Background: an optimization exercise with open tools, aiming at small area and a short achievable clock period. Do not read the settings as production practice.
The RTL was checked by simulation tests, not by an equivalence proof against the original design.
Power and IR drop assume default switching activity.

==> v23: inputs <==
// mem_req_buffer
module mem_req_buffer #(
    parameter int width_words_p = 4,
    parameter int depth_p       = 8
) (
    input  logic                        clk,
    input  logic                        nreset,
    input  logic                        up_valid_i,
    output logic                        up_ready_o,
    input  logic                        up_we_i,
    input  logic [31:0]                 up_addr_i,
    input  logic [32*width_words_p-1:0] up_wdata_i,
    output logic                        up_valid_o,
    output logic [32*width_words_p-1:0] up_data_o,
    output logic                        dn_valid_o,
    input  logic                        dn_ready_i,
    output logic                        dn_we_o,
    output logic [31:0]                 dn_addr_o,
    output logic [32*width_words_p-1:0] dn_wdata_o,
    input  logic                        dn_valid_i,
    input  logic [32*width_words_p-1:0] dn_data_i
);
==> flow/config.mk <==
export PLATFORM = sky130hd
export DESIGN_NAME = mem_req_buffer
export DESIGN_NICKNAME = mem_req_buffer
export VERILOG_FILES = /design/flow/design.v
export SDC_FILE = /design/flow/constraint.sdc
export NUM_CORES = 4
export LEC_CHECK = 0
export CAP_MARGIN = 20
export CORE_MARGIN = 2
export CORE_UTILIZATION = 40
export SLEW_MARGIN = 20
==> flow/constraint.sdc <==
create_clock -name core_clock -period 10.0 [get_ports {clk}]
set_input_delay 2.0000 -clock core_clock [delete_from_list [all_inputs] [get_ports {clk}]]
set_output_delay 2.0000 -clock core_clock [all_outputs]
set_load 0.01 [all_outputs]
run.sh (not shown) runs the stock make flow with config.mk's settings and CLKGATE_MAP_FILE= SYNTH_SCRIPT=/design/flow/synth_recipe.tcl, a recipe that flattens the netlist after the stock synthesis.
==> v8 (differences from v23) <==
--- a/flow/config.mk
+++ b/flow/config.mk
@@ -8,4 +8,5 @@
 export CAP_MARGIN = 20
 export CORE_MARGIN = 2
 export CORE_UTILIZATION = 40
+export SETUP_SLACK_MARGIN = 5
 export SLEW_MARGIN = 20
==> v14 (differences from v23) <==
==> flow/flow/run.sh (new file) <==
#!/bin/bash
# Layout: the standard flow (standard.sh) with the port buffers made of
# the smallest buffer cell and a setup target tighter than the clock period,
# so that timing repair works towards the shortest achievable period.
# The make output goes to flow_make.log; each ORFS step logs to orfs/logs/.
set -euo pipefail
bash standard.sh \
    "BUFFER_PORTS_ARGS=-buffer_cell sky130_fd_sc_hd__buf_1" \
    SETUP_SLACK_MARGIN=5.6 \
    finish > flow_make.log 2>&1
==> flow/standard.sh (new file) <==
#!/bin/bash
# synth_recipe.tcl (not shown) runs the flow's synth.tcl, then flattens the netlist and writes it again
# the make line also repeats each setting of config.mk as NAME=value (left out here)
make -C /OpenROAD-flow-scripts/flow DESIGN_CONFIG=/design/flow/config.mk WORK_HOME=/design/flow/orfs CLKGATE_MAP_FILE= SYNTH_SCRIPT=/design/flow/synth_recipe.tcl "${@:-finish}"
--- a/flow/config.mk
+++ b/flow/config.mk
@@ -7,5 +7,7 @@
 export LEC_CHECK = 0
 export CAP_MARGIN = 20
 export CORE_MARGIN = 2
-export CORE_UTILIZATION = 40
+export CORE_UTILIZATION = 60
+export CTS_CLUSTER_DIAMETER = 80
+export CTS_CLUSTER_SIZE = 28
 export SLEW_MARGIN = 20
removed: flow/run.sh
==> impl_metrics.csv <==
group,metric,value,unit
cells_and_area,final_cell_mix,"edfxtp_1 (1288), a22oi_1 (1157), clkdlybuf4s50_1 (582)",
power,p_int,9670,uW
place,place_ws,4.55,ns
grt,grt_use_met2,44.0,%
power,netSwitchingFraction,21.9,%
clock_tree,clkTransAtPathRegs,0.06,ns
route,vias,41800,
route,ant_nets,0,
timing,layout_setup_ws,5.02,ns
grt,use_met1,37.1,%
timing,whs,0.487,ns
cells_and_area,multi_input_area_share,22.1,%
setup_path,cp.depth,4,
status,outcome,"timing/DRC/antenna clean",
timing,fin_crit,4.98,ns
setup_path,worstSetupEndpoint,"up_data_o[2]",
floorplanning,dieArea,144000,sq um
(the above is from v8)
==> impl_metrics.csv <==
group,metric,value,unit
cells_and_area,final_cell_mix,"edfxtp_1 (1288), a22oi_1 (1156), buf_1 (573)",
place,place_ws,4.95,ns
route,ant_nets,1,
clock_tree,clkTransAtPathRegs,0.11,ns
status,outcome,"failed layout checks",
power,p_int,7570,uW
status,violatedChecks,"antenna violations",
power,netSwitchingFraction,22.4,%
timing,fin_crit,4.46,ns
floorplanning,dieArea,96200,sq um
clock_tree,clockRootBuffer,"clkbuf_16",
setup_path,worstSetupEndpoint,"up_ready_o",
synth,synth-compound-area-share,16.1,%
cells_and_area,antennaDiodeCount,7,
grt,grt_use_met2,60.9,%
route,vias,41300,
grt,use_met1,52.8,%
timing,layout_setup_ws,5.54,ns
(the above is from v14)
==> impl_metrics.csv <==
group,metric,value,unit
cells_and_area,final_cell_mix,"edfxtp_1 (1288), a22oi_1 (1157), clkdlybuf4s50_1 (585)",
cells_and_area,multi_input_area_share,22.4,%
status,outcome,"timing/DRC/antenna clean",
clock_tree,clkTransAtPathRegs,0.06,ns
route,vias,41200,
power,netSwitchingFraction,21.8,%
setup_path,cp.depth,5,
timing,whs,0.482,ns
grt,use_met1,36.2,%
timing,layout_setup_ws,3.87,ns
(the above is from v23)

## static timing again, ports no longer ideal
The results above use ideal ports. As a check the final layouts listed here were re-extracted and re-timed, cells and wires unchanged.
Step 1 assumes that a clkbuf_16 drives the clock port and a buf_2 every other input.
Step 2 times the ports against the registers' clock, not the clock port: input delays grow and output delays shrink by t, the midpoint of the rising clock arrivals with the driver on.
Slacks: ideal / step 1 / step 2; pairs: ideal / step 1.
| run | t, ns | slack for setup (ns) | latest minus earliest clock arrival (ns) |
|---|---|---|---|
| v23 | 0.844 | 3.872 / 3.790 / 4.506 | 0.040 / 0.040 |
| v8 | 0.839 | 5.024 / 4.945 / 4.563 | 0.035 / 0.035 |
| v14 | 0.762 | 5.539 / 5.490 / 4.923 | 0.051 / 0.050 |
For v14, which loses most, drivers alone change the setup slack by -0.049 ns; drivers and shift together by -0.616 ns.
